This design comes from an exercise in tuning for small area, a short achievable clock period and few clock cycles per item on the open sky130 flow, not from production work.
In this exercise RTL edits were held to simulation tests only and were not proved equivalent to the original.
Power is estimated from default activity; no workload was simulated.

==> design/flow/design.v <==
package gohs_pkg;
    localparam int WORD_W        = 63;   
    localparam int LEN_W         = 5;
    localparam int MAX_BASES     = 31;
    localparam int LIST_W        = 16;
    localparam int ID_W          = 32;
    localparam int MM_W          = 3;
    localparam int BIN_W         = 4;    
    localparam int MMC_W         = 6;    
    localparam int CFG_IDX_W     = 2;
    localparam int CLASS_Q_DEPTH = 4;
    localparam int OUT_Q_DEPTH   = 4;
    localparam int CLASS_W       = 1 + BIN_W + 1;                
    localparam int REC_W         = 1 + ID_W + MM_W + ID_W + 1 + 1;  
    typedef enum logic [CFG_IDX_W-1:0] {
        CFG_QUERY      = 2'd0,
        CFG_LEN        = 2'd1,
        CFG_MAX_LISTED = 2'd2
    } t_cfg_index;
    typedef enum logic {
        ST_RUN  = 1'b0,
        ST_HIST = 1'b1
    } t_back_state;
    typedef struct packed {
        logic             hit;
        logic [BIN_W-1:0] bin;
        logic             last;
    } t_class_item;
    typedef struct packed {
        logic            kind;
        logic [ID_W-1:0] entry_id;
        logic [MM_W-1:0] mismatches;
        logic [ID_W-1:0] bin_count;
        logic            list_complete;
        logic            last;
    } t_record;
endpackage
import gohs_pkg::*;
module guide_offtarget_hamming_scan_unit
#(
    parameter int HIT_MM_MAX  = 4,
    parameter int COUNT_WIDTH = 16
) (
    input  logic                 i_clk,
    input  logic                 i_rst_n,
    input  logic                 push,
    output logic                 full,
    input  logic [WORD_W-1:0]    i_entry_word,
    input  logic                 i_last_entry,
    output logic                 empty,
    input  logic                 pop,
    output logic                 o_kind,
    output logic [ID_W-1:0]      o_entry_id,
    output logic [MM_W-1:0]      o_mismatches,
    output logic [ID_W-1:0]      o_bin_count,
    output logic                 o_list_complete,
    output logic                 o_last,
    input  logic                 i_cfg_valid,
    output logic                 o_cfg_ready,
    input  logic [CFG_IDX_W-1:0] i_cfg_index,
    input  logic [WORD_W-1:0]    i_cfg_data
);
    localparam int CW    = COUNT_WIDTH;
    localparam int NB    = HIT_MM_MAX + 1;    
    localparam int DEPTH = 4;                 
    logic [WORD_W-1:0] r_query;
    logic [LEN_W-1:0]  r_len;
    logic [LIST_W-1:0] r_limit;
    logic [61:0]       r_rc;         
    logic              r_rdy;        
    logic [LEN_W-1:0]  r_k;          
    logic              r_qf;         
    logic [1:0]        w_qpair;
    logic w_wr_q, w_wr_len, w_wr_lim, w_rebuild, w_rc_step;
    assign w_wr_q    = i_cfg_valid && r_rdy && (i_cfg_index == 2'd0);
    assign w_wr_len  = i_cfg_valid && r_rdy && (i_cfg_index == 2'd1);
    assign w_wr_lim  = i_cfg_valid && r_rdy && (i_cfg_index == 2'd2);
    assign w_rebuild = w_wr_q || w_wr_len;
    assign w_rc_step = !r_rdy && (r_k != r_len);
    assign o_cfg_ready = r_rdy;
    always_ff @(posedge i_clk) begin
        if (!i_rst_n) begin
            r_query <= '0;
            r_len   <= LEN_W'(20);
            r_limit <= LIST_W'(2000);
        end else begin
            if (w_wr_q)   r_query <= i_cfg_data;
            if (w_wr_len) r_len   <= i_cfg_data[LEN_W-1:0];
            if (w_wr_lim) r_limit <= i_cfg_data[LIST_W-1:0];
        end
    end
    always_ff @(posedge i_clk) begin
        if (!i_rst_n || w_rebuild) begin
            r_rdy <= 1'b0;
            r_k   <= '0;
        end else if (!r_rdy) begin
            if (r_k == r_len) begin
                r_rdy <= 1'b1;
            end else begin
                r_k <= r_k + LEN_W'(1);
            end
        end
    end
    assign w_qpair = {1'b0, r_query} >> {r_k, 1'b0};
    always_ff @(posedge i_clk) begin
        if (w_rc_step) begin
            r_rc <= {r_rc[59:0], ~w_qpair};
        end
        if (!r_rdy && !w_rc_step) begin
            r_qf <= w_qpair[0];
        end
    end
    logic [31:0] w_flag;      
    logic [30:0] w_low;       
    logic [62:0] w_dq;
    logic [61:0] w_dr;
    logic        w_opp;
    logic [31:0] w_mm;
    always_comb begin
        for (int p = 0; p < 32; p++) w_flag[p] = (r_len == LEN_W'(p));
        for (int p = 0; p < 31; p++) w_low[p]  = (r_len >  LEN_W'(p));
        w_dq  = r_query ^ i_entry_word;
        w_dr  = r_rc ^ i_entry_word[61:0];
        w_opp = 1'b0;
        for (int p = 0; p < 32; p++) w_opp = w_opp | (w_flag[p] & i_entry_word[2*p]);
        w_opp = w_opp ^ r_qf;
        for (int p = 0; p < 31; p++) begin
            w_mm[p] = (w_opp && w_low[p]) ? (w_dr[2*p] | w_dr[2*p+1])
                                          : ((w_dq[2*p] & !w_flag[p]) | w_dq[2*p+1]);
        end
        w_mm[31] = w_dq[62] & !w_flag[31];
    end
    logic        r_full;
    logic        r_v1;
    logic        r_last1;
    logic [31:0] r_mm;
    logic        w_acc;
    assign full  = r_full;
    assign w_acc = push && !r_full;
    always_ff @(posedge i_clk) begin
        r_mm    <= w_mm;
        r_last1 <= i_last_entry;
    end
    function automatic logic [4:0] th_merge(input logic [4:0] a, input logic [4:0] b);
        logic [5:0] x, y;
        logic [4:0] t;
        x = {a, 1'b1};
        y = {b, 1'b1};
        for (int k = 1; k <= 5; k++) begin
            t[k-1] = 1'b0;
            for (int i = 0; i <= k; i++) t[k-1] = t[k-1] | (x[i] & y[k-i]);
        end
        th_merge = t;
    endfunction
    logic [4:0] w_t4 [8];
    logic [4:0] w_t8 [4];
    logic [4:0] w_t16 [2];
    logic [4:0] w_t32;
    logic       w_c_hit;
    logic [2:0] w_c_bin;
    always_comb begin
        for (int g = 0; g < 8; g++) begin
            logic a, b, c, d;
            a = r_mm[4*g]; b = r_mm[4*g+1]; c = r_mm[4*g+2]; d = r_mm[4*g+3];
            w_t4[g][0] = a | b | c | d;
            w_t4[g][1] = (a & b) | (c & d) | ((a | b) & (c | d));
            w_t4[g][2] = (a & b & (c | d)) | (c & d & (a | b));
            w_t4[g][3] = a & b & c & d;
            w_t4[g][4] = 1'b0;
        end
        for (int g = 0; g < 4; g++) w_t8[g]  = th_merge(w_t4[2*g], w_t4[2*g+1]);
        for (int g = 0; g < 2; g++) w_t16[g] = th_merge(w_t8[2*g], w_t8[2*g+1]);
        w_t32   = th_merge(w_t16[0], w_t16[1]);
        w_c_hit = !w_t32[4];
        w_c_bin = {w_t32[3], w_t32[1] & !w_t32[3], (w_t32[0] & !w_t32[1]) | (w_t32[2] & !w_t32[3])};
    end
    logic       r_v2, r_c_hit, r_c_last;
    logic [2:0] r_c_bin;
    always_ff @(posedge i_clk) begin
        r_c_hit  <= w_c_hit;
        r_c_bin  <= w_c_bin;
        r_c_last <= r_last1;
    end
    logic [DEPTH-1:0] r_q_hit;
    logic [2:0]       r_q_bin [DEPTH];
    logic [DEPTH-1:0] r_q_last;
    logic [2:0]       r_q_cnt;
    logic             w_rd;
    logic [2:0]       w_head_bin_nx;
    logic [DEPTH-1:0] w_at0, w_at1;
    logic [2:0]       w_cnt0, w_cnt1;
    logic             w_full0, w_full1;
    always_comb begin
        for (int i = 0; i < DEPTH; i++) begin
            w_at0[i] = r_v2 && (r_q_cnt == 3'(i));
            w_at1[i] = r_v2 && (r_q_cnt == 3'(i+1));
        end
        w_cnt0  = r_q_cnt + 3'(r_v2);
        w_cnt1  = r_q_cnt + 3'(r_v2) - 3'd1;
        w_full0 = ({1'b0, w_cnt0} + 4'(r_v1) + 4'(w_acc)) >= 4'(DEPTH);
        w_full1 = ({1'b0, w_cnt1} + 4'(r_v1) + 4'(w_acc)) >= 4'(DEPTH);
    end
    assign w_head_bin_nx = w_rd ? (w_at1[0] ? r_c_bin : r_q_bin[1]) : (w_at0[0] ? r_c_bin : r_q_bin[0]);
    always_ff @(posedge i_clk) begin
        for (int i = 0; i < DEPTH; i++) begin
            if (w_rd) begin
                if (w_at1[i]) begin
                    r_q_hit[i]  <= r_c_hit;
                    r_q_bin[i]  <= r_c_bin;
                    r_q_last[i] <= r_c_last;
                end else if (i < DEPTH-1) begin
                    r_q_hit[i]  <= r_q_hit[i+1];
                    r_q_bin[i]  <= r_q_bin[i+1];
                    r_q_last[i] <= r_q_last[i+1];
                end
            end else if (w_at0[i]) begin
                r_q_hit[i]  <= r_c_hit;
                r_q_bin[i]  <= r_c_bin;
                r_q_last[i] <= r_c_last;
            end
        end
    end
    always_ff @(posedge i_clk) begin
        if (!i_rst_n) begin
            r_v1    <= 1'b0;
            r_v2    <= 1'b0;
            r_q_cnt <= '0;
            r_full  <= 1'b1;
        end else begin
            r_v1    <= w_acc;
            r_v2    <= r_v1;
            r_q_cnt <= w_rd ? w_cnt1 : w_cnt0;
            r_full  <= w_rebuild || (!r_rdy && w_rc_step) || (w_rd ? w_full1 : w_full0);
        end
    end
    function automatic logic [4:0] oh5(input logic [2:0] b);
        oh5 = 5'b00001 << b;
    endfunction
    logic          r_dump;
    logic          r_complete;
    logic [CW-1:0] r_id;         
    logic [CW-1:0] r_allow;      
    logic [CW-1:0] r_bin [NB];
    logic          r_empty;
    logic          w_out_free;
    logic          h_valid, h_hit, h_last;
    logic [2:0]    h_bin;
    logic [4:0]    r_s_oh;
    logic          w_ge1, w_ge2;
    logic          w_proc;
    logic          w_hit_beat;
    logic [4:0]    r_sel;       
    logic [CW-1:0] w_bsel;
    logic [CW-1:0] w_binc;
    logic          w_emit_h;
    assign h_valid    = (r_q_cnt != 2'd0);
    assign h_hit      = r_q_hit[0];
    assign h_bin      = r_q_bin[0];
    assign h_last     = r_q_last[0];
    assign w_out_free = r_empty || pop;
    assign w_ge1      = (r_allow != '0);
    assign w_ge2      = (r_allow[CW-1:1] != '0);
    logic          r_pend;
    logic [2:0]    r_pid;
    logic [2:0]    r_pbin;
    logic          w_park, w_emit_p;
    logic w_proc_free, w_proc_out;
    assign w_park      = r_dump && h_valid && h_hit && !h_last && !r_pend
                      && (r_id[CW-1:3] == '0);
    assign w_proc_free = h_valid && !h_hit && !((r_dump || r_pend) && h_last) || w_park;
    assign w_proc_out  = h_valid && h_hit && !r_dump && !r_pend;
    assign w_proc      = w_proc_free || (w_proc_out && w_out_free);
    assign w_rd        = w_proc;
    assign w_emit_p    = !r_dump && r_pend && w_out_free;
    assign w_hit_beat  = (w_proc_out || (!r_dump && r_pend)) && w_out_free && w_ge2;
    assign w_emit_h    = r_dump && w_out_free;
    always_comb begin
        w_bsel = '0;
        for (int b = 0; b < NB; b++) w_bsel = w_bsel | (r_bin[b] & {CW{r_sel[b]}});
        w_binc = (&w_bsel) ? w_bsel : w_bsel + CW'(1);
    end
    logic       w_dump_nx;
    logic [4:0] w_s_oh_nx;
    logic       w_pend_nx;
    logic       w_bin_inc;      
    logic       w_last_now;
    assign w_bin_inc  = (w_proc_out || (!r_dump && r_pend)) && w_out_free;
    assign w_last_now = !r_dump && !r_pend && w_proc && h_last;
    always_comb begin
        w_dump_nx = r_dump;
        w_s_oh_nx = r_s_oh;
        w_pend_nx = r_pend;
        if (w_last_now) begin
            w_dump_nx = 1'b1;
            w_s_oh_nx = 5'b00001;
        end
        if (w_emit_h) begin
            w_s_oh_nx = {r_s_oh[3:0], 1'b0};
            if (r_s_oh[HIT_MM_MAX]) w_dump_nx = 1'b0;
        end
        if (w_park)   w_pend_nx = 1'b1;
        if (w_emit_p) w_pend_nx = 1'b0;
    end
    always_ff @(posedge i_clk) begin
        if (!i_rst_n) begin
            r_sel  <= '0;
        end else begin
            r_sel  <= w_dump_nx ? w_s_oh_nx : oh5(w_pend_nx ? (w_park ? h_bin : r_pbin) : w_head_bin_nx);
        end
        r_dump <= i_rst_n && w_dump_nx;
        r_pend <= i_rst_n && w_pend_nx;
        r_s_oh <= w_s_oh_nx;
        if (w_park) begin
            r_pid <= r_id[2:0];
            r_pbin <= h_bin;
        end
    end
    always_ff @(posedge i_clk) begin
        if (!i_rst_n) begin
            r_complete <= 1'b0;
            r_id       <= CW'(1);
            r_allow    <= CW'(2000);
            for (int b = 0; b < NB; b++) r_bin[b] <= '0;
        end else begin
            if (w_wr_lim) r_allow <= CW'(i_cfg_data[LIST_W-1:0]);
            if (w_proc) begin
                r_id <= w_last_now ? CW'(1) : r_id + CW'(1);
            end
            if (w_last_now) begin
                r_allow    <= CW'(r_limit);
                r_complete <= h_hit ? w_ge2 : w_ge1;
            end else if (w_bin_inc && w_ge1) begin
                r_allow <= r_allow - CW'(1);
            end
            if (w_bin_inc) begin
                for (int b = 0; b < NB; b++) if (r_sel[b]) r_bin[b] <= w_binc;
            end
            if (w_emit_h) begin
                for (int b = 0; b < NB; b++) if (r_s_oh[b]) r_bin[b] <= '0;
            end
        end
    end
    logic [CW-1:0] r_o_id;
    logic [CW-1:0] r_o_cnt;
    logic          r_o_kind, r_o_cpl, r_o_last;
    logic [2:0]    r_o_mm;
    always_ff @(posedge i_clk) begin
        if (!i_rst_n) begin
            r_empty <= 1'b1;
        end else if (w_out_free) begin
            r_empty <= !(w_hit_beat || w_emit_h);
        end
    end
    always_ff @(posedge i_clk) begin
        if (w_out_free) begin
            r_o_kind <= r_dump;
            r_o_id   <= r_dump ? '0 : (r_pend ? CW'(r_pid) : r_id);
            r_o_mm   <= r_dump ? {r_s_oh[4], r_s_oh[3] | r_s_oh[2], r_s_oh[3] | r_s_oh[1]}
                      : (r_pend ? r_pbin : h_bin);
            r_o_cnt  <= r_dump ? w_bsel : '0;
            r_o_cpl  <= r_dump && r_complete;
            r_o_last <= r_dump && r_s_oh[HIT_MM_MAX];
        end
    end
    assign empty           = r_empty;
    assign o_kind          = r_o_kind;
    assign o_entry_id      = {{(ID_W-CW){1'b0}}, r_o_id};
    assign o_mismatches    = r_o_mm;
    assign o_bin_count     = {{(ID_W-CW){1'b0}}, r_o_cnt};
    assign o_list_complete = r_o_cpl;
    assign o_last          = r_o_last;
endmodule
==> design/flow/run.sh <==
#!/bin/bash
# synth_recipe.tcl (not shown) runs the flow's synth.tcl, then flattens the netlist and writes it again
# the make line also repeats each setting of config.mk as NAME=value (left out here)
make -C /OpenROAD-flow-scripts/flow DESIGN_CONFIG=/design/flow/config.mk WORK_HOME=/design/flow/orfs CLKGATE_MAP_FILE= SYNTH_SCRIPT=/design/flow/synth_recipe.tcl finish
==> design/flow/config.mk <==
export PLATFORM = sky130hd
export DESIGN_NAME = guide_offtarget_hamming_scan_unit
export DESIGN_NICKNAME = guide_offtarget_hamming_scan_unit
export VERILOG_FILES = /design/flow/design.v
export SDC_FILE = /design/flow/constraint.sdc
export NUM_CORES = 4
export LEC_CHECK = 0
export ABC_AREA = 1
export CAP_MARGIN = 20
export CORE_MARGIN = 2
export CORE_UTILIZATION = 30
export SETUP_SLACK_MARGIN = 3.5
export SLEW_MARGIN = 20
==> design/flow/constraint.sdc <==
create_clock -name core_clock -period 6.0 [get_ports {i_clk}]
set_input_delay 1.2000 -clock core_clock [delete_from_list [all_inputs] [get_ports {i_clk}]]
set_output_delay 1.2000 -clock core_clock [all_outputs]
set_load 0.01 [all_outputs]
==> results of run 1 <==
cells by family after synthesis:
kind of cell	after synthesis
flops	387
compound gates	427
buf+inv	427
fa+ha+maj	10
simple gates	1427
xor+xnor	147
other cells	1
cell type report:
| type | instances | share of cell area |
|---|---|---|
| multi-input combinational | 2049 | 0.405 |
| sequential | 387 | 0.350 |
| timing repair buffer | 246 | 0.0941 |
| clock buffer | 62 | 0.0525 |
| inverter | 291 | 0.0471 |
| tap | 882 | 0.0434 |
| clock inverter | 21 | 0.00650 |
| timing repair inverter | 4 | 0.00118 |
how the worst max path moves through the flow:
stage / depth (start not counted) / slack [ns] / end / startpoint
2_1_floorplan: 10 / 3.05 / r_bin[1][10] / pop
3_3_place_gp: 10 / 1.92 / r_id[4] / pop
3_5_place_dp: 10 / 1.91 / r_id[4] / pop
4_1_cts: 1 / 3.50 / o_bin_count[12] / r_o_cnt[12]
5_1_grt: 11 / 3.49 / r_bin[1][2] / pop
6_report: 1 / 3.54 / o_mismatches[2] / r_o_mm[2]
metal layers:
| layer | routed length [um] | share of wire | vias to the layer above | track usage |
|---|---|---|---|---|
| li1 | - | - | 9497 | - |
| met3 | 4700 | 0.075 | 121 | 0.0275 |
| met2 | 27400 | 0.44 | 678 | 0.273 |
| met1 | 28600 | 0.46 | 8579 | 0.242 |
| met4 | 1640 | 0.026 | 2 | 0.0507 |
| met5 | 16 | 0.00026 | - | 0 |
power by group:
| group | switching (mW) | internal, mW | total [mW] |
|---|---|---|---|
| combinational | 1.48 | 0.928 | 2.41 |
| clock | 1.17 | 1.61 | 2.78 |
| sequential | 0.274 | 3.11 | 3.39 |
| total | 2.92 | 5.65 | 8.58 |
synthesized netlist by cell type (4+ instances only):
cell        n  area share
a31oi_1     5      0.0015
nor2_1    412       0.075
inv_2       8      0.0015
nand2_1   690        0.13
o21ai_0   223       0.054
edfxtp_1  111        0.16
nor3_2      9      0.0044
buf_4      46       0.017
nand2_4     7      0.0038
o31ai_1     6      0.0022
o21bai_1   16      0.0058
nor2_2      9      0.0027
o21a_1     39       0.014
o221ai_1    4      0.0017
ha_1       10      0.0061
o21ai_1    15      0.0036
nand2_2     5      0.0015
or2_2       4      0.0012
a22oi_1     4      0.0015
clkinv_1    6      0.0011
o211ai_1   17      0.0062
xnor2_1   115       0.049
xor2_1     30       0.013
dfxtp_1   276        0.27
o22ai_1     8      0.0024
clkbuf_1   56       0.010
nor3_1     31      0.0075
a21oi_1    78       0.019
nand4_1    38       0.012
inv_1     277       0.051
buf_2      22      0.0054
buf_6       9      0.0049
nand3_1   209       0.051
flip-flops by register name, indices dropped and copies added, names as in the netlist, 12 cells and up:
register	flops
r_o_cnt	16
r_q_bin	12
r_rc	62
r_o_id	16
r_limit	16
r_query	63
r_id	16
r_bin	80
r_allow	16
r_mm	32
through the flow:
stage / cell area (um2) / std cells / util / worst slack (ns) / power [mW]
after floorplan: 20800 / 2857 / - / 3.05 / 4.89
after global placement: 22900 / 3789 / 0.336 / 1.92 / 5.43
after detailed placement: 22900 / 3789 / 0.336 / 1.91 / 5.45
after CTS: 25100 / 3917 / 0.367 / 3.50 / 8.50
after global routing: 25400 / 3942 / 0.372 / 3.49 / 9.07
final: 25400 / 3942 / 0.372 / 3.54 / 8.58
repair_timing:
action                     4_1_cts  5_1_grt
cloned                          11        1
setup endpoints to repair      351      232
buffers inserted                34       24
pin swaps                       12        5
gates resized for setup        138       43
hold buffers                     0        0
==> results.toml, run 1 <==
[worst_setup_path]
r2r-end = "r_mm[19]"
slowest_stage = "edfxtp_1"
crit_family = "flip-flops"
path_cells = "dlygate4sd2_1"
critPathArrivalTime_ns = 1.26
cp.required_ns = 4.80
reg2reg_depth = 12
cp-start-kind = "register"
crit_buf_inv = 1
slowest_delay_ns = 0.38
worstReg2RegStart = "r_len[2]"
rrSetupSlack_ns = 3.58
path_class = "register to primary output"
path_max_fanout = 1
end_kind = "primary output"

[timing]
fin_crit_sh = 0.410
worst-slew-pin-transition_ns = 0.808
relSlewSlack = 0.461
setup_viol = 0
clock.fmax_mhz = 407
min_period_ns = 2.46
maxSlewViolCount = 0
whs_ns = 0.378
hold_viol = 0
rsz0062_at_grt = "true"
clock_skew_ns = 0.0302
tns_ns = 0

[grt]
track_usage = 0.173
grt_pass1_wl_mm = 97.7
grt_overflow = 0
antenna_found_initial = 1
grt_max_degree = 80
grt_pass1_vias = 17500

[clock_tree]
cts.sinks = 387
clock_latency_ns = 0.60
htree_num_levels = 2
clkTransAtPathRegs_ns = 0.06
tritoncts = "done"
cts-root-buf = "clkbuf_16"
cts_buffer_depth = 3
cts_buffers = 45

[die]
start_util = 0.301
die_area_mm2 = 0.0707
fp.coreArea_mm2 = 0.0682
rows = 96
dieWidth_um = 266
fp.dieH_um = 266
pin_count = 207

[yosys]
syn-instance-count = 2826
synth_compound_gate_area_share = 0.118
synth_warnings = 6
synth_xor_area_frac = 0.0633
syn_area_mm2 = 0.0206
synth_edf_count = 111
synth_top_family_by_area = "simple AND/OR/NAND/NOR gates"
async_flop_share = 0
avgSynthCellArea_um2 = 7.28
ys_seq_area_frac = 0.431
yosys.area_share.simple = 0.290
synthAdderAreaFrac = 0.00608
ys.flop_type = "dfxtp_1"
ys_ff_latch = 387
synth.area.mux_share = 0
ys_types = 52

[cells_and_area]
final_nets = 3168
multi_input_area_mm2 = 0.0103
layout_commonest_cell = "nand2_1"
num_antenna_cells = 0
layout-drive-gt1-share = 0.0899
layout.cells.most_common_list = "675 x nand2_1, 400 x nor2_1, 263 x inv_1, 263 x dfxtp_1, 214 x o21ai_0"
fillCellCount = 7092
seqCellArea_mm2 = 0.00889
syn2layout_area_growth_pct = 23.5

[flow_run]
drv_cap = 0

[place]
numPortBuffers = 174
dpl.hpwl_mm = 43.1
globalplace.congestion = 0.917

[pwr]
ir_worst_vdd_mv = 0.204
leakagePower_nw = 11.4
powerDensity_mw_per_mm2 = 338

[routing]
drtIter0Drc = 1574
antenna_left = 0
drt_wl_total_mm = 62.4
via_per_inst = 4.79
vias = 18900
drc = 0
wl_per_cell_um = 15.8
first_pass_iters = 7

[hold_path]
hp-class = "register to register"
hold_end = "r_c_last"
hold_path_depth = 0
worstHoldStart = "r_last1"

[outcome]
status = "finished clean"
Testbench counts, summed over its fixed seeds: cycles 12,608, entries 12,477.
==> inputs of run 2 (changes only) <==
--- a/design/flow/config.mk
+++ b/design/flow/config.mk
@@ -9,5 +9,5 @@
 export CAP_MARGIN = 20
 export CORE_MARGIN = 2
-export CORE_UTILIZATION = 30
-export SETUP_SLACK_MARGIN = 3.5
+export CORE_UTILIZATION = 45
+export SETUP_SLACK_MARGIN = 3.3
 export SLEW_MARGIN = 20
==> results.toml, run 2 <==
[timing]
setup_viol = 0
tns_ns = 0
worst-slew-pin-transition_ns = 1.11
maxSlewViolCount = 0
hold_viol = 0
fin_crit_sh = 0.447
rsz0062_at_grt = "true"
whs_ns = 0.327
min_period_ns = 2.68
clock.fmax_mhz = 373
clock_skew_ns = 0.0159
timing.final.ws_setup_ns = 3.32
relSlewSlack = 0.263

[cells_and_area]
syn2layout_area_growth_pct = 19.7
layout-drive-gt1-share = 0.0775
layout.cells.most_common_list = "676 x nand2_1, 403 x nor2_1, 265 x dfxtp_1"
final_nets = 3142
reg_top3 = "r_bin (80), r_query (63), r_rc (62)"
num_antenna_cells = 0
layout_commonest_cell = "nand2_1"
largest-register = "r_bin"
largest_register_ffs = 80

[place]
dpl_worst_slack_ns = 1.94
dpl.hpwl_mm = 45.5
globalplace.congestion = 0.989
numPortBuffers = 174

[die]
dieWidth_um = 218
die_area_mm2 = 0.0474
start_util = 0.454
fp.coreArea_mm2 = 0.0453
pin_count = 207
rows = 78
fp.dieH_um = 218

[grt]
grt_pass1_vias = 18000
track_usage = 0.267
grt.busiest_layer = "met2"
antenna_found_initial = 2
grt_pass1_wl_mm = 99.4
grtUsageMet1 = 0.333
grt_use_met3 = 0.0397
grt_use_met2 = 0.459
grt_max_degree = 110
grt_overflow = 0

[flow_run]
drv_cap = 0

[yosys]
ys_ff_latch = 387
syn-instance-count = 2826
synth_warnings = 6
ys.flop_type = "dfxtp_1"
synth_area_leader_cell = "dfxtp_1"
ys_seq_area_frac = 0.431
ys_types = 52
ys_top_cells_by_area = "dfxtp_1 27%, edfxtp_1 16%, nand2_1 13%"
synth_edf_count = 111
syn_area_mm2 = 0.0206
async_flop_share = 0
avgSynthCellArea_um2 = 7.28
synthTopCellsByCount = "690 x nand2_1, 412 x nor2_1, 277 x inv_1"
synth_top_area_frac = 0.269
yosysMostFrequentCell = "nand2_1"

[worst_setup_path]
worstReg2RegStart = "r_len[1]"
worstSetupStartpoint = "i_entry_word[6]"
end_kind = "register"
r2r-end = "r_mm[26]"
crit_buf_inv = 2
slowest_stage = "clkdlybuf4s50_1"
crit_top_cell = "nand2_1"
cp.depth = 12
slowest_delay_ns = 0.57
cp-start-kind = "input port"
path_cells = "clkdlybuf4s50_1 > nand3_1 > nand2_1 > nor2_1 > nand2_1 > nor2_2 > nand3_2 > nand2_1 > nand2_4 > buf_12 > nand3_1 > nand2_1"
reg2reg_depth = 12
cp.required_ns = 6.43
path_class = "input port to register"
endpoint = "r_mm[26]"
rrSetupSlack_ns = 3.39
path_max_fanout = 23
critPathArrivalTime_ns = 3.11
crit_family = "simple AND/OR/NAND/NOR gates"

[pwr]
powerDensity_mw_per_mm2 = 341
power.total_mw = 8.41
leakagePower_nw = 11.1
ir_worst_vdd_mv = 0.230

[outcome]
status = "finished clean"

[routing]
antenna_left = 0
drt_wl_total_mm = 63.9
first_pass_iters = 6
drc = 0
vias = 19000
via_per_inst = 5.23
drtIter0Drc = 1506
wl_per_cell_um = 17.6

[clock_tree]
htree_num_levels = 2
tritoncts = "done"
cts_buffer_depth = 3
clock_latency_ns = 0.58
cts_hold_buf = 0
cts_buffers = 44
cts-root-buf = "clkbuf_16"
cts.sinks = 387
clkTransAtPathRegs_ns = 0.06

[hold_path]
hp-class = "register to register"
## run 2: cell counts after synthesis
No cell type changed its count.
## run 2: stage by stage
stage / cell area, um2 / cells / util
after floorplan: 20800 / 2857 / -
after global placement: 22600 / 3512 / 0.499
after detailed placement: 22600 / 3512 / 0.499
after CTS: 24300 / 3614 / 0.537
after global routing: 24600 / 3634 / 0.544
final: 24600 / 3634 / 0.544
## run 2: how the worst min path moves through the flow
| stage | from | endpoint | cells after the start |
|---|---|---|---|
| 5_1_grt | r_last1 | r_c_last | 0 |
| 4_1_cts | r_last1 | r_c_last | 0 |
| 3_5_place_dp | r_last1 | r_c_last | 0 |
| 3_3_place_gp | r_last1 | r_c_last | 0 |
| 6_report | r_last1 | r_c_last | 0 |
| 2_1_floorplan | r_last1 | r_c_last | 0 |
## run 2: power breakdown
group,internal [mW],switching [mW],leakage (nW)
Clock,1.55,1.10,0.694
Sequential,3.11,0.280,3.37
Combinational,0.914,1.45,7.01
## run 2: what timing repair did
action / CTS / global route
hold endpoints to repair: 0 / 0
endpoints found under the setup margin: 235 / 178
setup buffers: 12 / 20
resized for setup: 36 / 55
cloned: 8 / 0
pin swaps: 5 / 5
## run 2: metal layers
| metal | wire length (um) | up-vias | share of wire |
|---|---|---|---|
| li1 | - | 9425 | - |
| met2 | 30200 | 647 | 0.47 |
| met1 | 27000 | 8745 | 0.42 |
| met3 | 3930 | 167 | 0.062 |
| met4 | 2770 | 4 | 0.043 |
| met5 | 25 | - | 0.00039 |
## run 2: logic make-up after synthesis
kind of cell	Yosys count	share of synthesized area
DFF	387	0.431
AOI/OAI and AO/OA	427	0.118
other	1	0.000182
xor gates and xnor gates	147	0.0633
and+or+nand+nor	1427	0.290
adders and majority gates	10	0.00608
buffers and inverters	427	0.0917
## run 2: final cells by class
cell class                 count  area (um2)
timing repair inverter         4        27.5
timing repair buffer         223        2210
multi-input combinational   2047       10200
clock buffer                  70        1320
tap                          600         751
fill                        4442       20700
clock inverter                12        92.6
inverter                     291        1160
sequential                   387        8870
==> inputs of run 3 (changes only) <==
==> design/flow/flow/run.sh (new file) <==
#!/bin/bash
# The standard layout (standard.sh, unchanged synthesis and steps); the only
# difference is that the port buffers are built from buf_1 cells instead of the
# resizer's default pick, clkdlybuf4s50_1. Every port still gets its buffer and
# repair_timing still resizes them where timing needs it.
set -uo pipefail
bash standard.sh BUFFER_PORTS_ARGS="-buffer_cell sky130_fd_sc_hd__buf_1" finish > standard.log 2>&1
rc=$?
# per-step tool logs of the run, kept with the grade
cp -r orfs/logs/sky130hd/guide_offtarget_hamming_scan_unit/base tool_logs 2>/dev/null
exit $rc
==> design/flow/standard.sh (new file) <==
#!/bin/bash
# synth_recipe.tcl (not shown) runs the flow's synth.tcl, then flattens the netlist and writes it again
# the make line also repeats each setting of config.mk as NAME=value (left out here)
make -C /OpenROAD-flow-scripts/flow DESIGN_CONFIG=/design/flow/config.mk WORK_HOME=/design/flow/orfs CLKGATE_MAP_FILE= SYNTH_SCRIPT=/design/flow/synth_recipe.tcl "${@:-finish}"
--- a/design/flow/config.mk
+++ b/design/flow/config.mk
@@ -10,4 +10,4 @@
 export CORE_MARGIN = 2
 export CORE_UTILIZATION = 45
-export SETUP_SLACK_MARGIN = 3.3
+export SETUP_SLACK_MARGIN = 3.75
 export SLEW_MARGIN = 20
removed: design/flow/run.sh
==> results.toml, run 3 <==
[flow_run]
drv_cap = 0

[cells_and_area]
layout.cells.most_common_list = "663 x nand2_1, 396 x nor2_1, 260 x inv_1, 260 x dfxtp_1, 205 x o21ai_0"
final_nets = 3198
stdcell_count = 3689
seqCellArea_mm2 = 0.00890
largest-register = "r_bin"
layout-drive-gt1-share = 0.122
multi_input_area_mm2 = 0.0106
reg_top3 = "r_bin (80), r_query (63), r_rc (62)"
largest_register_ffs = 80
layout_commonest_cell = "nand2_1"
fillCellCount = 4370
syn2layout_area_growth_pct = 19.5

[grt]
grt_pass1_vias = 18300
track_usage = 0.267
grt_pass1_wl_mm = 99.2
grt_max_degree = 100
antenna_found_initial = 4
grt_overflow = 0

[die]
start_util = 0.454
fp.coreArea_mm2 = 0.0453
dieWidth_um = 218
fp.dieH_um = 218
rows = 78
die_area_mm2 = 0.0474
pin_count = 207

[yosys]
synth_top_area_frac = 0.269
synth_edf_count = 111
ys_top_cells_by_area = "dfxtp_1 27%, edfxtp_1 16%, nand2_1 13%"
avgSynthCellArea_um2 = 7.28
ys_types = 52
ys.flop_type = "dfxtp_1"
ys_seq_area_frac = 0.431
synth_area_leader_cell = "dfxtp_1"
syn_area_mm2 = 0.0206
async_flop_share = 0
syn-instance-count = 2826
ys_ff_latch = 387
synthTopCellsByCount = "690 x nand2_1, 412 x nor2_1, 277 x inv_1"
synth_warnings = 6
yosysMostFrequentCell = "nand2_1"

[clock_tree]
clock_latency_ns = 0.58
cts.sinks = 387
clkTransAtPathRegs_ns = 0.06
htree_num_levels = 2
cts-root-buf = "clkbuf_16"
tritoncts = "done"
cts_hold_buf = 0
cts_buffers = 43
cts_buffer_depth = 3

[timing]
min_period_ns = 2.29
relSlewSlack = 0.510
whs_ns = 0.336
clock.fmax_mhz = 437
clock_skew_ns = 0.0151
fin_crit_sh = 0.381
tns_ns = 0
hold_viol = 0
rsz0062_at_grt = "true"
worst-slew-pin-transition_ns = 0.730
maxSlewViolCount = 0
setup_viol = 0

[routing]
vias = 19400
first_pass_iters = 5
antenna_left = 0
drtIter0Drc = 1533
via_per_inst = 5.27
drc = 0
wl_per_cell_um = 17.7
drt_wl_total_mm = 65.3

[worst_setup_path]
path_cells = "clkbuf_2"
crit_buf_inv = 1
cp-start-kind = "register"
slowest_stage = "edfxtp_1"
slowest_delay_ns = 0.37
end_kind = "primary output"
path_max_fanout = 1
path_class = "register to primary output"
cp.required_ns = 4.80
critPathArrivalTime_ns = 1.09
crit_family = "flip-flops"

[outcome]
status = "finished clean"

[place]
dp.cells = 3508
globalplace.congestion = 0.968
numPortBuffers = 174
dpl.hpwl_mm = 44.9

[pwr]
ir_worst_vdd_mv = 0.255
leakagePower_nw = 11.1
powerDensity_mw_per_mm2 = 344
power.total_mw = 8.44

[hold_path]
hp-class = "register to register"
-- run 3: final timing paths --
check                           slack (ns)       endpoint  cells after the start  startpoint
worst max register to register        3.75       r_mm[17]                     14    r_len[4]
worst max-delay path                  3.71  o_entry_id[6]                      1   r_o_id[6]
worst min register to register        0.34       r_c_last                      0     r_last1
worst min-delay path                  0.34       r_c_last                      0     r_last1
-- run 3: worst register-to-register path: cells and delay by family, from the launching register on --
kind                   cells  cell delay [ns]
AND/OR/NAND/NOR           10             1.18
buffers and inverters      4             0.63
flip-flops                 1             0.33
-- run 3: logic make-up (layout without fill, tap and decap cells) --
kind of cell             Yosys count  after routing  share of synthesized area
AND/OR/NAND/NOR                 1427           1435                      0.290
AO/OA/AOI/OAI                    427            427                      0.118
buffers and inverters            427            650                     0.0917
flip-flops                       387            387                      0.431
XOR/XNOR                         147            147                     0.0633
adder cells (fa/ha/maj)           10             10                    0.00608
other                              1             33                   0.000182
-- run 3: per-stage QoR --
| step | cell area (um2) | setup WS, ns | util |
|---|---|---|---|
| after detailed placement | 21500 | 2.35 | 0.476 |
| after floorplan | 20900 | 3.05 | - |
| after global placement | 21500 | 2.35 | 0.476 |
| after global routing | 24600 | 3.63 | 0.543 |
| after CTS | 23600 | 3.66 | 0.522 |
| final | 24600 | 3.71 | 0.543 |
-- run 3: final cells by class --
class                   count  area share
inverters                 291      0.0481
repair buffers            277      0.0693
multi-input cells        2051       0.430
diodes                      1    0.000102
clock buffers              66      0.0552
clock inverters            13     0.00387
well taps                 600      0.0305
flip-flops and latches    387       0.362
repair inverters            3    0.000815
-- run 3: timing repair --
item                       4_1_cts  5_1_grt
gates cloned                     9        3
buffers inserted                25       64
setup endpoints to repair      346      213
pin swaps                       13       15
resized for setup               91      115
-- run 3: where the power goes --
group / leakage [nW] / switching, mW / internal [mW]
registers: 3.37 / 0.260 / 3.12
logic: 6.99 / 1.52 / 0.853
clock network: 0.724 / 1.10 / 1.60
total: 11.1 / 2.88 / 5.57
-- run 3: routing by layer --
metal	global-route usage	vias up	routed length [um]	part of all wire
li1	-	9551	-	-
met1	0.341	9000	27700	0.42
met2	0.442	714	30500	0.47
met3	0.0481	158	4420	0.068
met4	0.114	2	2610	0.040
met5	0	-	14	0.00021
==> inputs of run 4 (changes only) <==
--- a/design/flow/config.mk
+++ b/design/flow/config.mk
@@ -9,5 +9,5 @@
 export CAP_MARGIN = 20
 export CORE_MARGIN = 2
-export CORE_UTILIZATION = 45
+export CORE_UTILIZATION = 30
 export SETUP_SLACK_MARGIN = 3.75
 export SLEW_MARGIN = 20
==> results.toml, run 4 <==
[outcome]
status = "finished clean"

[clock_tree]
clock_latency_ns = 0.59
cts_hold_buf = 0
clkTransAtPathRegs_ns = 0.06
tritoncts = "done"
cts.sinks = 387
cts_buffers = 43
cts-root-buf = "clkbuf_16"
cts_buffer_depth = 3
htree_num_levels = 2

[worst_setup_path]
slowest_stage = "edfxtp_1"
path_cells = "clkbuf_2"
slowest_delay_ns = 0.38
cp.depth = 1
path_class = "register to primary output"
crit_family = "flip-flops"
r2r-end = "r_rc[10]"
reg2reg_depth = 5
worstSetupStartpoint = "r_o_id[7]"
crit_buf_inv = 1
cp-start-kind = "register"
critPathArrivalTime_ns = 1.10
cp.required_ns = 4.80
worstReg2RegStart = "r_k[2]"
path_max_fanout = 1
end_kind = "primary output"
rrSetupSlack_ns = 3.80
endpoint = "o_entry_id[7]"

[yosys]
syn-instance-count = 2826
synth_area_leader_cell = "dfxtp_1"
avgSynthCellArea_um2 = 7.28
ys_types = 52
ys.flop_type = "dfxtp_1"
yosysMostFrequentCell = "nand2_1"
ys_top_cells_by_area = "dfxtp_1 27%, edfxtp_1 16%, nand2_1 13%"
ys_seq_area_frac = 0.431
synth_top_area_frac = 0.269
synthTopCellsByCount = "690 x nand2_1, 412 x nor2_1, 277 x inv_1"
synth_edf_count = 111
synth_warnings = 6
ys_ff_latch = 387
syn_area_mm2 = 0.0206
async_flop_share = 0

[place]
place_area_mm2 = 0.0219
dpl.hpwl_mm = 44.8
globalplace.congestion = 0.938
numPortBuffers = 174

[cells_and_area]
largest-register = "r_bin"
largest_register_ffs = 80
layout-drive-gt1-share = 0.118
final_nets = 3198
layout.cells.most_common_list = "668 x nand2_1, 398 x nor2_1, 262 x inv_1"
syn2layout_area_growth_pct = 21.2
reg_top3 = "r_bin (80), r_query (63), r_rc (62)"
fin_area_mm2 = 0.0249
post-route-util = 0.366
layout_commonest_cell = "nand2_1"

[routing]
vias = 19100
drtIter0Drc = 1628
drt_wl_total_mm = 66.1
first_pass_iters = 6
drc = 0
antenna_left = 0
wl_per_cell_um = 16.6
via_per_inst = 4.82

[timing]
worst-slew-pin-transition_ns = 0.768
whs_ns = 0.339
maxSlewViolCount = 0
relSlewSlack = 0.488
clock.fmax_mhz = 435
setup_viol = 0
tns_ns = 0
hold_viol = 0
rsz0062_at_grt = "true"
fin_crit_sh = 0.383
clock_skew_ns = 0.0219
min_period_ns = 2.30

[grt]
grt_max_degree = 104
antenna_found_initial = 9
grt_pass1_vias = 17600
grt_pass1_wl_mm = 99.5
grt_overflow = 0
track_usage = 0.178

[flow_run]
drv_cap = 0

[die]
rows = 96
die_area_mm2 = 0.0707
fp.coreArea_mm2 = 0.0682
fp.dieH_um = 266
start_util = 0.301
pin_count = 207
dieWidth_um = 266

[hold_path]
hp-class = "register to register"

[pwr]
leakagePower_nw = 11.0
power.total_mw = 8.58
ir_worst_vdd_mv = 0.183
powerDensity_mw_per_mm2 = 344
run 4: per-layer routing:
metal  track usage  up-vias  part of all wire
li1              -     9536                 -
met1         0.236     8752              0.44
met2         0.291      666              0.45
met3        0.0290      158             0.068
met4        0.0645        8             0.035
met5             0        -           0.00083
run 4: repair_timing:
action / 4_1_cts / 5_1_grt
endpoints found under the hold margin: 0 / 0
pin swaps: 8 / 19
gates resized for setup: 89 / 107
gates cloned: 9 / 6
setup endpoints to repair: 371 / 273
setup buffers: 27 / 63
run 4: worst min path at each step:
stage	start	end	cells past startpoint
after global placement	r_last1	r_c_last	0
after detailed placement	r_last1	r_c_last	0
final	r_last1	r_c_last	0
after floorplan	r_last1	r_c_last	0
after CTS	r_last1	r_c_last	0
after global routing	r_last1	r_c_last	0
run 4: layout make-up:
cell class                 instances  area, um2
antenna                            2       5.00
clock buffer                      62       1220
clock inverter                    15        186
fill                            7158      43300
inverter                         291       1200
multi-input combinational       2050      10600
sequential                       387       8910
tap                              882       1100
timing repair buffer             273       1690
timing repair inverter             8       62.6
run 4: power by group:
group	internal, mW	total (mW)	switching (mW)
Combinational	0.955	2.52	1.57
Clock	1.55	2.66	1.11
Sequential	3.12	3.39	0.276
Total	5.62	8.58	2.96
run 4: cells by family after synthesis:
kind of cell    after synthesis  share of synthesized area
flops                       387                      0.431
buf+inv                     427                     0.0917
simple gates               1427                      0.290
compound gates              427                      0.118
xor+xnor                    147                     0.0633
other cells                   1                   0.000182
fa+ha+maj                    10                    0.00608
run 4: through the flow:
stage / cells / setup WS, ns
after floorplan: 2857 / 3.05
after global placement: 3786 / 2.35
after detailed placement: 3786 / 2.36
after CTS: 3899 / 3.49
after global routing: 3970 / 3.65
final: 3970 / 3.70
==> inputs of run 5 (changes only) <==
--- a/design/flow/config.mk
+++ b/design/flow/config.mk
@@ -6,5 +6,4 @@
 export NUM_CORES = 4
 export LEC_CHECK = 0
-export ABC_AREA = 1
 export CAP_MARGIN = 20
 export CORE_MARGIN = 2
==> results.toml, run 5 <==
[outcome]
status = "finished clean"

[worst_setup_path]
path_max_fanout = 5
path_cells = "buf_8 > mux2_4 > a221o_1 > a31oi_1 > nor4bb_2 > and4_4 > buf_12 > xor2_4 > buf_8 > or4_1 > o31a_1"
rrSetupSlack_ns = 3.07
cp-start-kind = "input port"
end_kind = "register"
crit_family = "simple AND/OR/NAND/NOR gates"
slowest_delay_ns = 0.39
critPathArrivalTime_ns = 3.44
cp.required_ns = 6.46
crit_buf_inv = 3
slowest_stage = "or4_1"
crit_top_cell = "buf_8"
path_class = "input port to register"

[yosys]
synth_warnings = 6
synth_top_area_frac = 0.276
avgSynthCellArea_um2 = 8.89
ys_top_cells_by_area = "dfxtp_1 28%, edfxtp_1 17%, nand2_1 7.8%"
syn_area_mm2 = 0.0200
ys_types = 87
synth_edf_count = 111
synth_area_leader_cell = "dfxtp_1"
async_flop_share = 0
ys.flop_type = "dfxtp_1"
ys_ff_latch = 387
ys_seq_area_frac = 0.443
synthTopCellsByCount = "414 x nand2_1, 276 x dfxtp_1, 138 x nor2_1"
yosysMostFrequentCell = "nand2_1"
syn-instance-count = 2251

[routing]
drtIter0Drc = 2034
drt_wl_total_mm = 70.9
first_pass_iters = 6
via_per_inst = 5.54
drc = 0
vias = 18800
wl_per_cell_um = 20.8
antenna_left = 0

[cells_and_area]
final_nets = 2647
post-route-util = 0.401
largest_register_ffs = 80
layout.cells.most_common_list = "368 x nand2_1, 246 x dfxtp_1, 132 x buf_1"
syn2layout_area_growth_pct = 32.0
layout_commonest_cell = "nand2_1"
layout-drive-gt1-share = 0.255
largest-register = "r_bin"
reg_top3 = "r_bin (80), r_query (63), r_rc (62)"

[clock_tree]
clkTransAtPathRegs_ns = 0.06
clock_latency_ns = 0.59
cts_buffer_depth = 3
cts.sinks = 387
cts_buffers = 43
cts_hold_buf = 0
cts-root-buf = "clkbuf_16"
htree_num_levels = 2
tritoncts = "done"

[timing]
maxSlewViolCount = 0
hold_viol = 0
fin_crit_sh = 0.496
worst-slew-pin-transition_ns = 1.14
clock_skew_ns = 0.0181
rsz0062_at_grt = "true"
setup_viol = 0
min_period_ns = 2.98
clock.fmax_mhz = 336
tns_ns = 0
relSlewSlack = 0.237

[die]
fp.dieH_um = 262
start_util = 0.304
fp.coreArea_mm2 = 0.0659
die_area_mm2 = 0.0688
rows = 94
dieWidth_um = 262
pin_count = 207

[pwr]
p_int_mw = 5.66
seqPwrFrac = 0.383
swShare = 0.338
p_comb_frac = 0.295
leakagePower_nw = 9.06
p_clk_frac = 0.322
power.switching_mw = 2.89
powerDensity_mw_per_mm2 = 324
ir_worst_vdd_mv = 0.229

[flow_run]
drv_cap = 0

[grt]
grt_overflow = 0
grt_pass1_vias = 18200
antenna_found_initial = 6
grt_max_degree = 71
grt_pass1_wl_mm = 105
track_usage = 0.190

[place]
dpl.hpwl_mm = 45.7
numPortBuffers = 174
globalplace.congestion = 0.899

[hold_path]
hp-class = "register to register"
==> run 5: cell types whose count changed in the layout (fill, tap and decap cells not counted), sizes merged, moves of 23 or more <==
cell / change
nand3: -139
nor2: -286
a21boi: +86
o21ai: -157
xnor2: -56
buf: +65
nand4: -25
a31oi: +27
and2: +56
a21oi: +54
nand2: -295
xor2: +52
inv: -254
o21a: -23
==> run 5: area by class of cell <==
cell class / instances / area [um2]
Multi-Input combinational cell: 1700 / 12300
Timing Repair Buffer: 340 / 2500
Clock buffer: 53 / 1180
Clock inverter: 27 / 279
Antenna cell: 1 / 2.50
Sequential cell: 387 / 8930
Inverter: 29 / 113
Timing Repair inverter: 2 / 12.5
Tap cell: 864 / 1080
Fill cell: 6416 / 39500
==> run 5: kinds of logic after synthesis <==
family                   Yosys count  synth area share
AND/OR/NAND/NOR                  868             0.199
AO/OA/AOI/OAI                    577             0.199
flip-flops                       387             0.443
buffers and inverters            202            0.0451
XOR/XNOR                         141            0.0617
multiplexers                      53            0.0392
adder cells (fa/ha/maj)           22            0.0125
other                              1          0.000187
==> run 5: what timing repair did <==
action,CTS,global route
resized for setup,270,230
gates cloned,13,4
pin swaps,80,91
endpoints found under the hold margin,0,0
buffers inserted,95,40
setup endpoints to repair,348,264
==> run 5: path summary, 6_finish.rpt <==
kind / end / startpoint / cells after the start
max: r_mm[7] / i_entry_word[30] / 11
min reg2reg: r_c_last / r_last1 / 0
max reg2reg: r_mm[7] / r_len[3] / 11
min: r_c_last / r_last1 / 0
==> run 5: metal layers <==
| metal | GRT usage | vias up | share of wire |
|---|---|---|---|
| li1 | - | 8596 | - |
| met1 | 0.248 | 9161 | 0.41 |
| met2 | 0.314 | 910 | 0.47 |
| met3 | 0.0359 | 172 | 0.083 |
| met4 | 0.0680 | 10 | 0.035 |
| met5 | 0 | - | 0.00090 |
==> run 5: through the flow <==
step	worst slack [ns]	hold WS [ns]	instances	area, um2	total power [mW]
after global routing	2.97	0.349	3403	26400	8.91
after CTS	3.07	0.332	3358	25200	8.21
after detailed placement	1.77	0.315	3170	21600	4.95
final	3.02	0.331	3403	26400	8.55
after floorplan	2.81	0.310	2282	20700	4.47
after global placement	1.82	0.317	3170	21600	4.90
==> run 5: power groups by stage <==
stage / sequential (mW) / clock, mW / combinational, mW
after global routing: 3.30 / 2.90 / 2.70
after detailed placement: 3.30 / 0 / 1.66
after CTS: 3.25 / 2.79 / 2.17
after floorplan: 3.20 / 0 / 1.27
final: 3.27 / 2.76 / 2.52
after global placement: 3.29 / 0 / 1.62
==> inputs of run 6 (changes only) <==
--- a/design/flow/config.mk
+++ b/design/flow/config.mk
@@ -6,7 +6,9 @@
 export NUM_CORES = 4
 export LEC_CHECK = 0
+export ABC_AREA = 1
 export CAP_MARGIN = 20
 export CORE_MARGIN = 2
 export CORE_UTILIZATION = 30
+export PLACE_DENSITY = 0.85
 export SETUP_SLACK_MARGIN = 3.75
 export SLEW_MARGIN = 20
==> results.toml, run 6 <==
[pwr]
p_int_mw = 5.43
p_comb_frac = 0.300
leakagePower_nw = 11.0
p_clk_frac = 0.296
seqPwrFrac = 0.404
swShare = 0.353
power.switching_mw = 2.96
power.total_mw = 8.39
ir_worst_vdd_mv = 0.203
powerDensity_mw_per_mm2 = 337

[routing]
drtIter0Drc = 2478
drc = 0
first_pass_iters = 6
drt_wl_total_mm = 66.3
via_per_inst = 5.14
wl_per_cell_um = 16.7
antenna_left = 0
vias = 20400

[cells_and_area]
final_nets = 3195
fin_area_mm2 = 0.0249
largest-register = "r_bin"
layout_commonest_cell = "nand2_1"
syn2layout_area_growth_pct = 20.9
layout-drive-gt1-share = 0.126
fillCellCount = 6781
largest_register_ffs = 80
layout.cells.most_common_list = "658 x nand2_1, 389 x nor2_1, 260 x dfxtp_1"
post-route-util = 0.365
reg_top3 = "r_bin (80), r_query (63), r_rc (62)"

[yosys]
yosysMostFrequentCell = "nand2_1"
synth_warnings = 6
avgSynthCellArea_um2 = 7.28
syn_area_mm2 = 0.0206
ys.flop_type = "dfxtp_1"
synthTopCellsByCount = "690 x nand2_1, 412 x nor2_1, 277 x inv_1"
synth_edf_count = 111
synth_area_leader_cell = "dfxtp_1"
ys_ff_latch = 387
ys_types = 52
synth_top_area_frac = 0.269
syn-instance-count = 2826
ys_seq_area_frac = 0.431
ys_top_cells_by_area = "dfxtp_1 27%, edfxtp_1 16%, nand2_1 13%"
async_flop_share = 0

[clock_tree]
clkTransAtPathRegs_ns = 0.06
cts_buffers = 40
cts.sinks = 387
clock_latency_ns = 0.56
cts_buffer_depth = 3
cts-root-buf = "clkbuf_16"
cts_hold_buf = 0
tritoncts = "done"
htree_num_levels = 2

[timing]
relSlewSlack = 0.588
maxSlewViolCount = 0
hold_viol = 0
min_period_ns = 2.32
rsz0062_at_grt = "true"
fin_crit_sh = 0.386
setup_viol = 0
whs_ns = 0.318
clock.fmax_mhz = 432
worst-slew-pin-transition_ns = 0.613
tns_ns = 0
clock_skew_ns = 0.0321

[grt]
grt_pass1_wl_mm = 97.6
grt_max_degree = 114
track_usage = 0.171
grt.busiest_layer = "met2"
grt_use_met3 = 0.0355
grt_use_met2 = 0.280
grt_pass1_vias = 18100
grtUsageMet1 = 0.220
antenna_found_initial = 4
grt_overflow = 0

[worst_setup_path]
end_kind = "register"
critPathArrivalTime_ns = 2.76
path_max_fanout = 8
path_class = "input port to register"
cp.required_ns = 6.44
cp-start-kind = "input port"

[die]
fp.coreArea_mm2 = 0.0682
rows = 96
dieWidth_um = 266
fp.dieH_um = 266
pin_count = 207
die_area_mm2 = 0.0707
start_util = 0.301

[hold_path]
hp-class = "register to register"

[outcome]
status = "finished clean"

[place]
globalplace.congestion = 0.975
numPortBuffers = 174
place_area_mm2 = 0.0219
dpl.hpwl_mm = 43.3

[flow_run]
drv_cap = 0
run 6: power groups by stage:
stage / registers (mW) / logic [mW] / clock network [mW]
after CTS: 3.39 / 2.23 / 2.49
after detailed placement: 3.44 / 1.89 / 0
after global placement: 3.42 / 1.85 / 0
after floorplan: 3.35 / 1.64 / 0
after global routing: 3.42 / 2.76 / 2.61
final: 3.39 / 2.52 / 2.48
run 6: path summary, 6_finish.rpt:
kind / start / to / slack [ns] / depth (start not counted)
worst max register to register: r_k[1] / r_qf / 3.70 / 8
worst max-delay path: pop / r_bin[0][6] / 3.68 / 13
worst min-delay path: r_last1 / r_c_last / 0.32 / 0
worst min register to register: r_last1 / r_c_last / 0.32 / 0
run 6: logic make-up after synthesis:
| group | synth area share |
|---|---|
| DFF | 0.431 |
| AOI/OAI and AO/OA | 0.118 |
| adders and majority gates | 0.00608 |
| buffers and inverters | 0.0917 |
| other | 0.000182 |
| and+or+nand+nor | 0.290 |
| xor gates and xnor gates | 0.0633 |
run 6: worst max-delay path, cell delays in order:
cell,delay (ns)
buf_2,0.10
nor2_4,0.04
buf_6,0.12
clkinvlp_4,0.09
nand2_4,0.06
a21oi_4,0.22
buf_6,0.17
inv_2,0.05
nor2_4,0.22
buf_8,0.17
nand3_2,0.10
nand2_1,0.13
inv_1,0.06
run 6: layout make-up:
type	count	area (um2)	share of cell area
timing repair inverter	10	70.1	0.00282
antenna	3	7.51	0.000302
multi-input combinational	2052	10700	0.429
tap	882	1100	0.0444
inverter	291	1200	0.0483
clock inverter	9	90.1	0.00362
timing repair buffer	269	1640	0.0660
clock buffer	64	1190	0.0477
sequential	387	8910	0.358
run 6: timing repair:
action / in CTS / in global routing
cloned: 12 / 10
setup endpoints to repair: 355 / 236
buffers inserted: 38 / 44
pin swaps: 11 / 32
gates resized for setup: 107 / 150
run 6: per-stage QoR:
| stage | setup slack (ns) | cells |
|---|---|---|
| after floorplan | 3.05 | 2857 |
| after global placement | 2.39 | 3787 |
| after detailed placement | 2.32 | 3787 |
| after CTS | 3.69 | 3910 |
| after global routing | 3.64 | 3967 |
| final | 3.68 | 3967 |
run 6: layer usage:
metal	share of wire	vias up
met5	0.00018	-
met4	0.046	2
met3	0.11	264
met2	0.46	1291
met1	0.38	9285
li1	-	9549
==> inputs of run 7 (changes only) <==
--- a/design/flow/config.mk
+++ b/design/flow/config.mk
@@ -10,5 +10,6 @@
 export CORE_MARGIN = 2
 export CORE_UTILIZATION = 30
-export PLACE_DENSITY = 0.85
+export CTS_CLUSTER_DIAMETER = 50
+export CTS_CLUSTER_SIZE = 20
 export SETUP_SLACK_MARGIN = 3.75
 export SLEW_MARGIN = 20
==> results.toml, run 7 <==
[grt]
grt_pass1_vias = 17700
antenna_found_initial = 10
track_usage = 0.178
grt_pass1_wl_mm = 99.4
grt_max_degree = 104
grt_overflow = 0

[outcome]
status = "finished clean"

[die]
fp.dieH_um = 266
die_area_mm2 = 0.0707
start_util = 0.301
dieWidth_um = 266
rows = 96
pin_count = 207
fp.coreArea_mm2 = 0.0682

[worst_setup_path]
cp-start-kind = "register"
worstReg2RegStart = "r_k[2]"
reg2reg_depth = 5
path_max_fanout = 1
rrSetupSlack_ns = 3.82
path_class = "register to primary output"
path_cells = "clkbuf_2"
cp.required_ns = 4.80
crit_family = "flip-flops"
critPathArrivalTime_ns = 1.12
r2r-end = "r_rc[15]"
end_kind = "primary output"
slowest_stage = "edfxtp_1"
crit_buf_inv = 1
slowest_delay_ns = 0.38

[cells_and_area]
reg_top3 = "r_bin (80), r_query (63), r_rc (62)"
final_nets = 3188
layout.cells.most_common_list = "668 x nand2_1, 398 x nor2_1, 261 x inv_1"
layout_commonest_cell = "nand2_1"
fillCellCount = 7201
largest-register = "r_bin"
syn2layout_area_growth_pct = 20.6
largest_register_ffs = 80
multi_input_area_mm2 = 0.0105
seqCellArea_mm2 = 0.00891
layout-drive-gt1-share = 0.118

[yosys]
ys_seq_area_frac = 0.431
synth_top_area_frac = 0.269
ys_top_cells_by_area = "dfxtp_1 27%, edfxtp_1 16%, nand2_1 13%"
synthTopCellsByCount = "690 x nand2_1, 412 x nor2_1, 277 x inv_1"
synth_area_leader_cell = "dfxtp_1"
ys_ff_latch = 387
ys.flop_type = "dfxtp_1"
synth_warnings = 6
async_flop_share = 0
yosysMostFrequentCell = "nand2_1"
ys_types = 52
syn_area_mm2 = 0.0206
syn-instance-count = 2826
avgSynthCellArea_um2 = 7.28
synth_edf_count = 111

[clock_tree]
cts_buffers = 42
cts.sinks = 387
clock_latency_ns = 0.60
cts_buffer_depth = 3
cts-root-buf = "clkbuf_16"
tritoncts = "done"
clkTransAtPathRegs_ns = 0.07
cts_hold_buf = 0
htree_num_levels = 2

[routing]
vias = 19100
drtIter0Drc = 1686
drc = 0
wl_per_cell_um = 16.7
antenna_left = 0
first_pass_iters = 8
drt_wl_total_mm = 66.2
via_per_inst = 4.83

[place]
globalplace.congestion = 0.938
dpl.hpwl_mm = 44.8
numPortBuffers = 174

[pwr]
p_clk_frac = 0.314
power.total_mw = 8.54
p_int_mw = 5.47
leakagePower_nw = 11.0
power.switching_mw = 3.07
swShare = 0.360
seqPwrFrac = 0.396
ir_worst_vdd_mv = 0.256
powerDensity_mw_per_mm2 = 344
p_comb_frac = 0.290

[timing]
maxSlewViolCount = 0
min_period_ns = 2.32
relSlewSlack = 0.444
fin_crit_sh = 0.386
worst-slew-pin-transition_ns = 0.829
rsz0062_at_grt = "true"
tns_ns = 0
clock_skew_ns = 0.0307
setup_viol = 0
clock.fmax_mhz = 431
hold_viol = 0

[hold_path]
hp-class = "register to register"
hold_path_depth = 0
hold_end = "r_c_last"
worstHoldStart = "r_last1"

[flow_run]
drv_cap = 0
[run 7: cell type report]
type	instances	share of cell area
multi-input combinational	2049	0.425
sequential	387	0.359
clock buffer	45	0.0428
tap	882	0.0445
antenna	3	0.000303
timing repair buffer	266	0.0641
timing repair inverter	7	0.00207
clock inverter	33	0.0141
inverter	291	0.0483
[run 7: power by group through the flow]
| stage | Sequential (mW) | Clock, mW | Combinational (mW) |
|---|---|---|---|
| after global placement | 3.44 | 0 | 1.90 |
| after floorplan | 3.35 | 0 | 1.64 |
| after global routing | 3.42 | 2.83 | 2.75 |
| final | 3.38 | 2.68 | 2.48 |
| after detailed placement | 3.45 | 0 | 1.91 |
| after CTS | 3.39 | 2.73 | 2.16 |
[run 7: worst max path at each step]
stage	startpoint	endpoint	slack, ns	cells after the start
global route	r_o_id[7]	o_entry_id[7]	3.63	1
CTS	r_o_id[7]	o_entry_id[7]	3.63	1
floorplan	pop	r_bin[1][10]	3.05	10
finish	r_o_mm[2]	o_mismatches[2]	3.68	1
detailed placement	i_cfg_index[0]	r_allow[2]	2.36	9
global placement	pop	r_allow[2]	2.35	12
[run 7: cell families (layout without fill, tap and decap cells)]
group	count (synthesis)	count (layout)	synth area share
DFF	387	387	0.431
buffers and inverters	427	642	0.0917
xor gates and xnor gates	147	147	0.0633
other	1	35	0.000182
adders and majority gates	10	10	0.00608
and+or+nand+nor	1427	1433	0.290
AOI/OAI and AO/OA	427	427	0.118
[run 7: layer usage]
layer,GRT usage,wire length (um),part of all wire
met1,0.236,28700,0.43
met2,0.290,29900,0.45
met3,0.0275,5140,0.078
met4,0.0677,2410,0.036
met5,0,66,0.0010
[run 7: stage by stage]
| step | cells | area, um2 | setup WS (ns) | hold WS (ns) | utilization |
|---|---|---|---|---|---|
| global placement | 3786 | 21900 | 2.35 | 0.314 | 0.321 |
| floorplan | 2857 | 20900 | 3.05 | 0.310 | - |
| finish | 3963 | 24800 | 3.68 | 0.328 | 0.364 |
| detailed placement | 3786 | 21900 | 2.36 | 0.328 | 0.321 |
| global route | 3962 | 24800 | 3.63 | 0.336 | 0.364 |
| CTS | 3911 | 24000 | 3.63 | 0.336 | 0.352 |
[run 7: repair_timing]
action,CTS,global route
gates resized for setup,98,100
buffers inserted,40,42
pin swaps,9,15
gates cloned,7,7
setup endpoints to repair,370,266
==> inputs of run 8 (changes only) <==
--- a/design/flow/config.mk
+++ b/design/flow/config.mk
@@ -9,5 +9,5 @@
 export CAP_MARGIN = 20
 export CORE_MARGIN = 2
-export CORE_UTILIZATION = 30
+export CORE_UTILIZATION = 45
 export CTS_CLUSTER_DIAMETER = 50
 export CTS_CLUSTER_SIZE = 20
==> results.toml, run 8 <==
[outcome]
status = "finished clean"

[timing]
clock_skew_ns = 0.0203
fin_crit_sh = 0.382
worst-slew-pin-transition_ns = 0.758
min_period_ns = 2.29
maxSlewViolCount = 0
hold_viol = 0
clock.fmax_mhz = 436
tns_ns = 0
setup_viol = 0
relSlewSlack = 0.495
rsz0062_at_grt = "true"

[yosys]
ys_seq_area_frac = 0.431
synth_edf_count = 111
ys_top_cells_by_area = "dfxtp_1 27%, edfxtp_1 16%, nand2_1 13%"
synth_top_area_frac = 0.269
ys_ff_latch = 387
synth_warnings = 6
yosysMostFrequentCell = "nand2_1"
async_flop_share = 0
ys_types = 52
synth_area_leader_cell = "dfxtp_1"
syn_area_mm2 = 0.0206
avgSynthCellArea_um2 = 7.28
ys.flop_type = "dfxtp_1"
synthTopCellsByCount = "690 x nand2_1, 412 x nor2_1, 277 x inv_1"
syn-instance-count = 2826

[worst_setup_path]
cp.required_ns = 4.80
rrSetupSlack_ns = 3.76
slowest_delay_ns = 0.38
crit_buf_inv = 1
cp.depth = 1
path_cells = "clkbuf_2"
reg2reg_depth = 13
crit_family = "flip-flops"
path_max_fanout = 1
end_kind = "primary output"
path_class = "register to primary output"
slowest_stage = "edfxtp_1"
r2r-end = "r_mm[22]"
worstReg2RegStart = "r_len[0]"
critPathArrivalTime_ns = 1.09
cp-start-kind = "register"

[clock_tree]
cts-root-buf = "clkbuf_16"
tritoncts = "done"
cts_buffers = 44
htree_num_levels = 2
cts_hold_buf = 0
clkTransAtPathRegs_ns = 0.07
clock_latency_ns = 0.59
cts.sinks = 387
cts_buffer_depth = 3

[cells_and_area]
stdcell_count = 3688
largest_register_ffs = 80
layout_commonest_cell = "nand2_1"
syn2layout_area_growth_pct = 19.6
largest-register = "r_bin"
layout-drive-gt1-share = 0.124
final_nets = 3195
layout.cells.most_common_list = "664 x nand2_1, 396 x nor2_1, 261 x dfxtp_1"
reg_top3 = "r_bin (80), r_query (63), r_rc (62)"

[pwr]
leakagePower_nw = 11.1
powerDensity_mw_per_mm2 = 346
ir_worst_vdd_mv = 0.320

[grt]
track_usage = 0.266
grt_overflow = 0
grt_pass1_vias = 18200
grt_max_degree = 100
grt_pass1_wl_mm = 99.4
antenna_found_initial = 4

[routing]
drtIter0Drc = 1497
antenna_left = 0
vias = 19400
drt_wl_total_mm = 65.2
first_pass_iters = 6
drc = 0
wl_per_cell_um = 17.7
via_per_inst = 5.26

[place]
dpl.hpwl_mm = 44.9
numPortBuffers = 174
dp.cells = 3508
globalplace.congestion = 0.968

[flow_run]
drv_cap = 0

[die]
pin_count = 207
fp.coreArea_mm2 = 0.0453
die_area_mm2 = 0.0474
dieWidth_um = 218
start_util = 0.454
rows = 78
fp.dieH_um = 218

[hold_path]
hp-class = "register to register"
hold_path_depth = 0
hold_end = "r_c_last"
worstHoldStart = "r_last1"
run 8: worst max-delay path by stage:
stage | start | to | slack [ns]
4_1_cts | r_o_id[6] | o_entry_id[6] | 3.65
3_3_place_gp | pop | r_allow[2] | 2.35
6_report | r_o_id[6] | o_entry_id[6] | 3.71
3_5_place_dp | pop | r_allow[2] | 2.35
2_1_floorplan | pop | r_bin[1][10] | 3.05
5_1_grt | r_o_id[6] | o_entry_id[6] | 3.65
run 8: what timing repair did:
| action | 4_1_cts | 5_1_grt |
|---|---|---|
| cloned | 9 | 4 |
| endpoints found under the hold margin | 0 | 0 |
| endpoints found under the setup margin | 341 | 201 |
| buffers inserted | 28 | 56 |
| pin swaps | 12 | 18 |
| resized for setup | 100 | 114 |
run 8: report_power, final:
group | internal, mW | switching (mW)
Combinational | 0.827 | 1.50
Clock | 1.56 | 1.23
Sequential | 3.11 | 0.273
run 8: cell type report:
class                      instances  area, um2
timing repair inverter             4       28.8
antenna                            1       2.50
inverter                         291       1200
fill                            4361      20700
timing repair buffer             273       1650
clock inverter                    34        337
multi-input combinational       2050      10600
clock buffer                      48       1180
sequential                       387       8900
tap                              600        751
run 8: cells by family (layout without fill, tap and decap cells):
kind of cell | after synthesis | in the layout | synth area share
buf+inv | 427 | 650 | 0.0917
fa+ha+maj | 10 | 10 | 0.00608
xor+xnor | 147 | 147 | 0.0633
simple gates | 1427 | 1434 | 0.290
other cells | 1 | 33 | 0.000182
compound gates | 427 | 427 | 0.118
flops | 387 | 387 | 0.431
run 8: routing by layer:
layer,global-route usage,wire length (um)
met3,0.0363,4160
met5,0,0
met1,0.343,27800
met2,0.451,30800
met4,0.105,2400
run 8: stage by stage:
step | power, mW | hold WS [ns] | setup WS [ns] | cell area (um2) | utilization
2_1_floorplan | 5.00 | 0.310 | 3.05 | 20900 | -
6_report | 8.51 | 0.335 | 3.71 | 24600 | 0.543
3_5_place_dp | 5.36 | 0.321 | 2.35 | 21500 | 0.476
4_1_cts | 8.35 | 0.333 | 3.65 | 23700 | 0.524
5_1_grt | 8.96 | 0.351 | 3.65 | 24600 | 0.543
3_3_place_gp | 5.32 | 0.321 | 2.35 | 21500 | 0.476

## what the ideal ports hide
No port has a modelled driver above. Below, the same layouts with a new extraction and two added sets of constraints. Step 1 sets driving cells, clkbuf_16 on the clock port and buf_2 on the other inputs (assumed; they add their load-dependent delay and slew). Step 2 times the ports against the registers' clock, not the clock port: input delays grow and output delays shrink by t, the midpoint of the rising clock arrivals with the driver on. Slacks: ideal ports / drivers / drivers and shift; pairs: ideal ports / drivers.
run | t (ns) | setup WS [ns] | slew at the worst register clock pin (ns)
run 1 | 0.641 | 3.542 / 3.479 / 2.952 | 0.06 / 0.06
run 2 | 0.631 | 3.319 / 3.293 / 2.726 | 0.06 / 0.06
run 3 | 0.633 | 3.712 / 3.655 / 3.188 | 0.07 / 0.07
run 4 | 0.637 | 3.703 / 3.640 / 3.203 | 0.07 / 0.07
run 5 | 0.637 | 3.022 / 3.033 / 2.396 | 0.07 / 0.07
run 6 | 0.607 | 3.683 / 3.655 / 3.110 | 0.07 / 0.07
run 7 | 0.644 | 3.681 / 3.620 / 3.165 | 0.09 / 0.09
run 8 | 0.633 | 3.707 / 3.652 / 3.184 | 0.07 / 0.07
After both steps every run listed still meets setup and hold. For run 5, which loses most, drivers alone change the setup slack by +0.011 ns; drivers and shift together by -0.626 ns.
